From an optimization exercise on the open Yosys and OpenROAD flow, aimed at small area; shortcuts taken in it are not production practice.
In this exercise RTL edits were held to simulation tests only and were not proved equivalent to the original.
The flow treats the clock pin as an ideal source. Dropping or thinning the clock tree relies on that and would not hold on a real chip.
Power is estimated from default activity; no workload was simulated.

==> inputs of trial 17 <==
// uart_dbg_top
module uart_dbg_top (
  input  logic        clk,
  input  logic        rst_n_i,
  input  logic        uart_rx_i,
  output logic        uart_tx_o,
  output logic        exec_valid_o,
  output logic [63:0] exec_entry_o,
  input  logic        eoc_valid_i,
  input  logic [31:0] eoc_code_i,
  output logic        parity_err_o
);
clock: 8.0 ns
lec_check: 0
cap_margin: 20
core_margin: 2
core_utilization: 70
place_density: 0.8
slew_margin: 20
standard.sh (not shown) runs the stock make flow with config.mk's settings and CLKGATE_MAP_FILE= SYNTH_SCRIPT=/design/flow/synth_recipe.tcl, a recipe that flattens the netlist after the stock synthesis.
==> flow/flow/run.sh <==
#!/bin/bash
# The standard layout with these changes:
#  - synthesis maps logic with flow/abc_map.script (area oriented); the
#    flip-flops are mapped as in the standard synthesis
#  - CTS without dummy loads, clkbuf_16 leaves in clusters of up to 28
#  - after CTS, flow/fixclk.tcl splits any clock leaf whose estimated sink
#    slew is over 118 ps, then builds the tree below the root buffer from
#    inv_16 inverter pairs (same clock polarity at every register)
#  - port buffers use the smallest buffer cell
set -euo pipefail
here=$(pwd)
cp standard.sh standard_sh_copy.log
sed "s#SYNTH_SCRIPT=[^ ]*#SYNTH_SCRIPT=$here/flow/synth_area.tcl#" standard.sh > standard_area.sh
export FLOW_ABC_SCRIPT=$here/flow/abc_map.script
export CTS_ARGS="-sink_clustering_enable -repair_clock_nets -dont_use_dummy_load -buf_list sky130_fd_sc_hd__clkbuf_16 -sink_clustering_size 28 -sink_clustering_max_diameter 60"
export BUFFER_PORTS_ARGS="-buffer_cell sky130_fd_sc_hd__buf_1"
bash standard_area.sh cts > standard_flow_cts.log 2>&1
RESULTS=$(ls -d $here/orfs/results/*/uart_dbg_top/base) FIXCLK_DIR=$here/flow \
  FIXCLK_TREE_PS=0 FIXCLK_LEAF_PS=118 FIXCLK_DPL_ARGS="" FIXCLK_TREE_CELL= FIXCLK_INV_CELL=sky130_fd_sc_hd__inv_16 \
  openroad -no_init -exit $here/flow/fixclk_run.tcl > fixclk.log 2>&1
bash standard_area.sh > standard_flow.log 2>&1
==> flow/flow/fixclk.tcl <==
# Clock tree repair after CTS, before global routing. A clock buffer whose
# loads see too high a slew gets a twin clkbuf_16, fed from the same net,
# which takes half of its loads. Buffers that drive other clock buffers are
# repaired first, since their slew reaches every leaf below them.
set block [ord::get_db_block]
set master [[ord::get_db] findMaster sky130_fd_sc_hd__clkbuf_16]
set nsplit 0

proc worst_load_slew {net} {
  set w 0
  foreach l [get_pins -of_objects $net -filter "direction==input"] {
    foreach p {slew_max_rise slew_max_fall} {
      set s [get_property $l $p]
      if {$s > $w} { set w $s }
    }
  }
  return $w
}

proc split_buf {name} {
  global block master nsplit
  set bi [$block findInst $name]
  set in_net [[$bi findITerm A] getNet]
  set out_net [[$bi findITerm X] getNet]
  set sinks {}
  set xs {}
  set ys {}
  foreach it [$out_net getITerms] {
    if {[$it isOutputSignal]} continue
    set b [[$it getInst] getBBox]
    set cx [expr {([$b xMin] + [$b xMax]) / 2}]
    set cy [expr {([$b yMin] + [$b yMax]) / 2}]
    lappend sinks [list $cx $cy $it]
    lappend xs $cx
    lappend ys $cy
  }
  set xs [lsort -integer $xs]
  set ys [lsort -integer $ys]
  # split along the longer side of the loads' bounding box
  if {[lindex $xs end] - [lindex $xs 0] >= [lindex $ys end] - [lindex $ys 0]} { set k 0 } else { set k 1 }
  set sinks [lsort -integer -index $k $sinks]
  set half [expr {[llength $sinks] / 2}]
  set moved [lrange $sinks $half end]
  set kept [lrange $sinks 0 [expr {$half - 1}]]
  incr nsplit
  set nn [odb::dbNet_create $block "clkfix_net_$nsplit"]
  $nn setSigType CLOCK
  set ni [odb::dbInst_create $block $master "clkfix_buf_$nsplit"]
  [$ni findITerm A] connect $in_net
  [$ni findITerm X] connect $nn
  foreach s $moved {
    set it [lindex $s 2]
    $it disconnect
    $it connect $nn
  }
  # each buffer goes to the middle of its loads
  foreach {inst part} [list $ni $moved $bi $kept] {
    set sx 0
    set sy 0
    foreach s $part {
      set sx [expr {$sx + [lindex $s 0]}]
      set sy [expr {$sy + [lindex $s 1]}]
    }
    set n [llength $part]
    $inst setLocation [expr {$sx / $n - 1380}] [expr {$sy / $n - 1360}]
    $inst setPlacementStatus PLACED
  }
}

proc clock_bufs {leaf} {
  set r {}
  foreach inst [get_cells -filter "ref_name==sky130_fd_sc_hd__clkbuf_16"] {
    set net [get_nets -of_objects [get_pins -of_objects $inst -filter "direction==output"]]
    if {$net eq ""} continue
    set flops 0
    foreach l [get_pins -of_objects $net -filter "direction==input"] {
      if {[get_property $l is_register_clock]} { incr flops }
    }
    if {($flops > 0) == $leaf} { lappend r [list [get_full_name $inst] $net] }
  }
  return $r
}

proc repair {leaf limit_ps rounds} {
  for {set i 0} {$i < $rounds} {incr i} {
    estimate_parasitics -placement
    set todo {}
    foreach b [clock_bufs $leaf] {
      set w [worst_load_slew [lindex $b 1]]
      if {$w > $limit_ps * 1e-3} {
        puts "FIXCLK leaf=$leaf [lindex $b 0] slew [format %.1f [expr {$w * 1e3}]] ps"
        lappend todo [lindex $b 0]
      }
    }
    if {[llength $todo] == 0} return
    foreach name $todo { split_buf $name }
    global_connect
    detailed_placement {*}$::env(FIXCLK_DPL_ARGS)
  }
}

if {$::env(FIXCLK_TREE_PS) > 0} { repair 0 $::env(FIXCLK_TREE_PS) 2 }
# Buffers above the leaves drive only a few buffer inputs: a smaller cell does
if {[info exists ::env(FIXCLK_TREE_CELL)] && $::env(FIXCLK_TREE_CELL) ne ""} {
  set tm [[ord::get_db] findMaster $::env(FIXCLK_TREE_CELL)]
  foreach b [clock_bufs 0] {
    set bi [$block findInst [lindex $b 0]]
    $bi swapMaster $tm
    puts "FIXCLK tree buffer [lindex $b 0] -> $::env(FIXCLK_TREE_CELL)"
  }
  detailed_placement {*}$::env(FIXCLK_DPL_ARGS)
}
repair 1 $::env(FIXCLK_LEAF_PS) 3
puts "FIXCLK split $nsplit clock nets"
estimate_parasitics -placement
set w 0
foreach pin [get_pins -hierarchical */CLK] {
  foreach p {slew_max_rise slew_max_fall} { set s [get_property $pin $p]; if {$s > $w} { set w $s } }
}
puts "FIXCLK worst flop clock slew [format %.1f [expr {$w * 1e3}]] ps"

# Optionally build the tree from inverter pairs: every clock buffer but the
# one the clock port drives becomes an inverter. This keeps the clock's
# polarity at every register only if each register's path from the port
# passes the same even number of these buffers, which is checked first.
proc replace_by_inv {name m} {
  global block
  set bi [$block findInst $name]
  set in_net [[$bi findITerm A] getNet]
  set out_net [[$bi findITerm X] getNet]
  set loc [$bi getLocation]
  odb::dbInst_destroy $bi
  set ni [odb::dbInst_create $block $m $name]
  [$ni findITerm A] connect $in_net
  [$ni findITerm Y] connect $out_net
  $ni setLocation [lindex $loc 0] [lindex $loc 1]
  $ni setPlacementStatus PLACED
}

proc clock_depth {inst} {
  # number of clock buffers from the clock port down to inst, inst included
  set d 1
  set cur $inst
  while 1 {
    set net [get_nets -of_objects [get_pins -of_objects $cur -filter "direction==input"]]
    set drv [get_pins -of_objects $net -filter "direction==output"]
    if {[llength $drv] == 0} { return $d }
    set cur [get_cells -of_objects $drv]
    incr d
    if {$d > 20} { return -1 }
  }
}

if {[info exists ::env(FIXCLK_INV_CELL)] && $::env(FIXCLK_INV_CELL) ne ""} {
  set im [[ord::get_db] findMaster $::env(FIXCLK_INV_CELL)]
  set leaves [clock_bufs 1]
  set tree [clock_bufs 0]
  set depths {}
  foreach b $leaves { lappend depths [clock_depth [get_cells [lindex $b 0]]] }
  set depths [lsort -unique $depths]
  # all leaves at the same depth, and that depth less the root is even
  if {[llength $depths] == 1 && [lindex $depths 0] > 1 && ([lindex $depths 0] - 1) % 2 == 0} {
    set root {}
    foreach b $tree {
      if {[clock_depth [get_cells [lindex $b 0]]] == 1} { lappend root [lindex $b 0] }
    }
    set n 0
    foreach b [concat $leaves $tree] {
      if {[lsearch -exact $root [lindex $b 0]] >= 0} continue
      replace_by_inv [lindex $b 0] $im
      incr n
    }
    global_connect
    detailed_placement {*}$::env(FIXCLK_DPL_ARGS)
    puts "FIXCLK replaced $n clock buffers by $::env(FIXCLK_INV_CELL); leaf depth $depths, root $root"
  } else {
    puts "FIXCLK kept buffers: leaf depths $depths"
  }
  estimate_parasitics -placement
  set w 0
  foreach pin [get_pins -hierarchical */CLK] {
    foreach p {slew_max_rise slew_max_fall} { set s [get_property $pin $p]; if {$s > $w} { set w $s } }
  }
  puts "FIXCLK worst flop clock slew [format %.1f [expr {$w * 1e3}]] ps"
}
Other scripts of this flow, unchanged in this note and not shown: flow/flow/abc_map.script, flow/flow/fixclk_run.tcl, flow/flow/synth_area.tcl
==> inputs of build 38, as changes to trial 17 <==
--- a/flow/flow/run.sh
+++ b/flow/flow/run.sh
@@ -5,6 +5,5 @@
 #  - CTS without dummy loads, clkbuf_16 leaves in clusters of up to 28
 #  - after CTS, flow/fixclk.tcl splits any clock leaf whose estimated sink
-#    slew is over 118 ps, then builds the tree below the root buffer from
-#    inv_16 inverter pairs (same clock polarity at every register)
+#    slew is over 118 ps
 #  - port buffers use the smallest buffer cell
 set -euo pipefail
@@ -17,5 +16,5 @@
 bash standard_area.sh cts > standard_flow_cts.log 2>&1
 RESULTS=$(ls -d $here/orfs/results/*/uart_dbg_top/base) FIXCLK_DIR=$here/flow \
-  FIXCLK_TREE_PS=0 FIXCLK_LEAF_PS=118 FIXCLK_DPL_ARGS="" FIXCLK_TREE_CELL= FIXCLK_INV_CELL=sky130_fd_sc_hd__inv_16 \
+  FIXCLK_TREE_PS=0 FIXCLK_LEAF_PS=118 FIXCLK_DPL_ARGS="" \
   openroad -no_init -exit $here/flow/fixclk_run.tcl > fixclk.log 2>&1
 bash standard_area.sh > standard_flow.log 2>&1
--- a/flow/flow/fixclk.tcl
+++ b/flow/flow/fixclk.tcl
@@ -101,14 +101,4 @@
 
 if {$::env(FIXCLK_TREE_PS) > 0} { repair 0 $::env(FIXCLK_TREE_PS) 2 }
-# Buffers above the leaves drive only a few buffer inputs: a smaller cell does
-if {[info exists ::env(FIXCLK_TREE_CELL)] && $::env(FIXCLK_TREE_CELL) ne ""} {
-  set tm [[ord::get_db] findMaster $::env(FIXCLK_TREE_CELL)]
-  foreach b [clock_bufs 0] {
-    set bi [$block findInst [lindex $b 0]]
-    $bi swapMaster $tm
-    puts "FIXCLK tree buffer [lindex $b 0] -> $::env(FIXCLK_TREE_CELL)"
-  }
-  detailed_placement {*}$::env(FIXCLK_DPL_ARGS)
-}
 repair 1 $::env(FIXCLK_LEAF_PS) 3
 puts "FIXCLK split $nsplit clock nets"
@@ -119,67 +109,2 @@
 }
 puts "FIXCLK worst flop clock slew [format %.1f [expr {$w * 1e3}]] ps"
-
-# Optionally build the tree from inverter pairs: every clock buffer but the
-# one the clock port drives becomes an inverter. This keeps the clock's
-# polarity at every register only if each register's path from the port
-# passes the same even number of these buffers, which is checked first.
-proc replace_by_inv {name m} {
-  global block
-  set bi [$block findInst $name]
-  set in_net [[$bi findITerm A] getNet]
-  set out_net [[$bi findITerm X] getNet]
-  set loc [$bi getLocation]
-  odb::dbInst_destroy $bi
-  set ni [odb::dbInst_create $block $m $name]
-  [$ni findITerm A] connect $in_net
-  [$ni findITerm Y] connect $out_net
-  $ni setLocation [lindex $loc 0] [lindex $loc 1]
-  $ni setPlacementStatus PLACED
-}
-
-proc clock_depth {inst} {
-  # number of clock buffers from the clock port down to inst, inst included
-  set d 1
-  set cur $inst
-  while 1 {
-    set net [get_nets -of_objects [get_pins -of_objects $cur -filter "direction==input"]]
-    set drv [get_pins -of_objects $net -filter "direction==output"]
-    if {[llength $drv] == 0} { return $d }
-    set cur [get_cells -of_objects $drv]
-    incr d
-    if {$d > 20} { return -1 }
-  }
-}
-
-if {[info exists ::env(FIXCLK_INV_CELL)] && $::env(FIXCLK_INV_CELL) ne ""} {
-  set im [[ord::get_db] findMaster $::env(FIXCLK_INV_CELL)]
-  set leaves [clock_bufs 1]
-  set tree [clock_bufs 0]
-  set depths {}
-  foreach b $leaves { lappend depths [clock_depth [get_cells [lindex $b 0]]] }
-  set depths [lsort -unique $depths]
-  # all leaves at the same depth, and that depth less the root is even
-  if {[llength $depths] == 1 && [lindex $depths 0] > 1 && ([lindex $depths 0] - 1) % 2 == 0} {
-    set root {}
-    foreach b $tree {
-      if {[clock_depth [get_cells [lindex $b 0]]] == 1} { lappend root [lindex $b 0] }
-    }
-    set n 0
-    foreach b [concat $leaves $tree] {
-      if {[lsearch -exact $root [lindex $b 0]] >= 0} continue
-      replace_by_inv [lindex $b 0] $im
-      incr n
-    }
-    global_connect
-    detailed_placement {*}$::env(FIXCLK_DPL_ARGS)
-    puts "FIXCLK replaced $n clock buffers by $::env(FIXCLK_INV_CELL); leaf depth $depths, root $root"
-  } else {
-    puts "FIXCLK kept buffers: leaf depths $depths"
-  }
-  estimate_parasitics -placement
-  set w 0
-  foreach pin [get_pins -hierarchical */CLK] {
-    foreach p {slew_max_rise slew_max_fall} { set s [get_property $pin $p]; if {$s > $w} { set w $s } }
-  }
-  puts "FIXCLK worst flop clock slew [format %.1f [expr {$w * 1e3}]] ps"
-}
==> summary.txt <==
Vias per cell: trial 17 5.056; build 38 5.051
Worst vdd rail ir drop: trial 17 0.3670 mV; build 38 0.2216 mV
Critical hold path startpoint: trial 17 ring[77]; build 38 ring[1911]
Core utilization of the finished layout: trial 17 75.60%; build 38 76.29%
Leakage: trial 17 19.44 nW; build 38 19.67 nW
Vias after detailed routing: trial 17 18131; build 38 18114
Data arrival time of the critical path: trial 17 3.22 ns; build 38 3.13 ns
Flop pwr share: trial 17 66.8%; build 38 65.5%
Run status: trial 17 timing/DRC/antenna clean; build 38 timing/DRC/antenna clean
Non-clk bufs: trial 17 108; build 38 110
Number of logic inverters in the finished layout: trial 17 104; build 38 13
Max Clock Skew: trial 17 0.1000 ns; build 38 0.08275 ns
Final Hold Slack: trial 17 0.2590 ns; build 38 0.2924 ns
GRT met3 Usage: trial 17 4.749%; build 38 4.973%
The clock cells of trial 17 come from the design's own scripts or RTL, not from TritonCTS.

-- afterwards: timing with drivers on the ports --
No port has a modelled driver above. Below, the same layouts with a new extraction and two added sets of constraints.
Step 1 (the two cells are an assumption about what drives the block):
set clk [get_ports {clk}]
set_driving_cell -lib_cell sky130_fd_sc_hd__clkbuf_16 $clk
set_driving_cell -lib_cell sky130_fd_sc_hd__buf_2 [delete_from_list [all_inputs] $clk]
Step 2 also shifts input and output timing later by t, the mid clock arrival at the registers, as if the neighbouring blocks saw the same clock.
a / b / c = no drivers / after step 1 / after step 2; a / b = the first two.
| run | t (ns) | setup WS [ns] | worst setup path at the end |
|---|---|---|---|
| trial 17 | 0.776 | 3.177 / 3.110 / 3.751 | register to register |
| build 38 | 0.703 | 3.275 / 3.206 / 3.712 | register to register |
After both steps setup and hold are still met in every run listed.
